Context: an optimization exercise on an open-source flow, tuned for small area and a short achievable clock period. The choices shown serve that exercise and are no tape-out recipe. Power is estimated from default activity; no workload was simulated.

==> job 5735: inputs <==
==> flow/design.v <==
module instr_mem_sync (
  input  logic        clk,
  input  logic        reset,
  input  logic        fetch_req,
  input  logic [31:0] fetch_addr,
  output logic        fetch_ready,
  output logic        fetch_valid,
  output logic [31:0] fetch_instr,
  output logic        fetch_fault,
  input  logic        prog_we,
  input  logic [5:0]  prog_addr,
  input  logic [31:0] prog_data,
  output logic        busy
);
  localparam logic [31:0] FILL_WORD = 32'h00000013;
  logic        busy_q, busy_out_q, ready_out_q;
  logic [5:0]  clr_cnt_q;
  logic        fetch_valid_q, fetch_fault_q;
  logic [31:0] fetch_instr_q;
  logic [2047:0] mem_q;
  always_ff @(posedge clk) begin
    if (reset) begin
      busy_q    <= 1'b1;
      clr_cnt_q <= '0;
    end else if (busy_q) begin
      clr_cnt_q <= clr_cnt_q + 1'b1;
      if (&clr_cnt_q) busy_q <= 1'b0;
    end
  end
  always_ff @(posedge clk) begin
    busy_out_q  <= reset | (busy_out_q & ~(&clr_cnt_q));
    ready_out_q <= ~reset & (ready_out_q | (&clr_cnt_q));
  end
  logic [31:0] wr_data;
  assign wr_data = busy_q ? FILL_WORD : prog_data;
  for (genvar i = 0; i < 64; i++) begin : g_word
    always_ff @(posedge clk) begin
      if (busy_q | (prog_we & (prog_addr == i[5:0])))
        mem_q[32*i +: 32] <= wr_data;
    end
  end
  logic        accept, fault;
  logic [31:0] rd_data;
  assign accept = fetch_req & ~busy_q;
  assign fault  = (|fetch_addr[1:0]) | (|fetch_addr[31:8]);
  always_comb begin
    rd_data = '0;
    for (int i = 0; i < 64; i++)
      rd_data = rd_data | (mem_q[32*i +: 32] & {32{fetch_addr[7:2] == i[5:0]}});
  end
  always_ff @(posedge clk) begin
    if (reset) begin
      fetch_valid_q <= 1'b0;
      fetch_fault_q <= 1'b0;
      fetch_instr_q <= FILL_WORD;
    end else begin
      fetch_valid_q <= accept;
      fetch_fault_q <= accept & fault;
      if (accept) fetch_instr_q <= fault ? FILL_WORD : rd_data;
    end
  end
  assign fetch_ready = ready_out_q;
  assign busy        = busy_out_q;
  assign fetch_valid = fetch_valid_q;
  assign fetch_fault = fetch_fault_q;
  assign fetch_instr = fetch_instr_q;
endmodule
==> flow/run.sh <==
#!/bin/bash
# synth_recipe.tcl (not shown) runs the flow's synth.tcl, then flattens the netlist and writes it again
# the make line also repeats each setting of config.mk as NAME=value (left out here)
make -C /OpenROAD-flow-scripts/flow DESIGN_CONFIG=/design/flow/config.mk WORK_HOME=/design/flow/orfs CLKGATE_MAP_FILE= SYNTH_SCRIPT=/design/flow/synth_recipe.tcl finish
==> flow/config.mk <==
export PLATFORM = sky130hd
export DESIGN_NAME = instr_mem_sync
export DESIGN_NICKNAME = instr_mem_sync
export VERILOG_FILES = /design/flow/design.v
export SDC_FILE = /design/flow/constraint.sdc
export NUM_CORES = 4
export LEC_CHECK = 0
export CAP_MARGIN = 20
export CORE_MARGIN = 2
export CORE_UTILIZATION = 40
export SETUP_SLACK_MARGIN = 2.2
export SLEW_MARGIN = 20
==> flow/constraint.sdc <==
create_clock -name core_clock -period 4.0 [get_ports {clk}]
set_input_delay 0.8000 -clock core_clock [delete_from_list [all_inputs] [get_ports {clk}]]
set_output_delay 0.8000 -clock core_clock [all_outputs]
set_load 0.01 [all_outputs]
==> job 824 (differences from job 5735) <==
--- a/flow/design.v
+++ b/flow/design.v
@@ -15,3 +15,3 @@
   localparam logic [31:0] FILL_WORD = 32'h00000013;
-  logic        busy_q, busy_out_q, ready_out_q;
+  logic        busy_q;
   logic [5:0]  clr_cnt_q;
@@ -28,6 +28,2 @@
     end
-  end
-  always_ff @(posedge clk) begin
-    busy_out_q  <= reset | (busy_out_q & ~(&clr_cnt_q));
-    ready_out_q <= ~reset & (ready_out_q | (&clr_cnt_q));
   end
@@ -61,4 +57,4 @@
   end
-  assign fetch_ready = ready_out_q;
-  assign busy        = busy_out_q;
+  assign fetch_ready = ~busy_q;
+  assign busy        = busy_q;
   assign fetch_valid = fetch_valid_q;
Settings changed: SETUP_SLACK_MARGIN 2.2 to not set.
==> summary.txt <==
- Job 824 finished but fails on negative setup slack. Job 5735 finished with timing, DRC and antenna clean.
- Of job 824 and job 5735, job 5735 has the higher wire length (gap 6.5%, measured against job 5735).
- Between job 824 and job 5735, the lower flip-flop and latch count is in job 824 (gap 2).
- In job 824 the clock power is lower than in job 5735, by about 2%.
- Of job 5735 and job 824, job 5735 has the higher core utilization (gap 4.1 points).
- In job 824 the power is lower than in job 5735, by about 1.2%.
No run of this note included a check of the RTL's function; only the layout flow was run.

static timing again, ports no longer ideal:
In the flow no input, the clock included, has a driving cell. The finished layouts below were timed again as built, in two steps. Step 1 (the two cells are an assumption about what drives the block):
set clk [get_ports {clk}]
set_driving_cell -lib_cell sky130_fd_sc_hd__clkbuf_16 $clk
set_driving_cell -lib_cell sky130_fd_sc_hd__buf_2 [delete_from_list [all_inputs] $clk]
Step 2 moves the port delays by t, midway between the first and last clock arrival at a register: inputs arrive t later, outputs are due t later. That takes back most of the time a late clock gives input paths. Three values: no drivers, after step 1, after step 2; two values: the first two.
| run | shift t [ns] | slack for setup (ns) | cell pins on the clock port's net |
|---|---|---|---|
| job 5735 | 0.969 | 1.665 / 1.561 / 0.592 | 1 |
| job 824 | 0.933 | -0.037 / 0.026 / -0.907 | 1 |
For job 5735, which loses most, drivers alone change the setup slack by -0.104 ns; drivers and shift together by -1.073 ns.
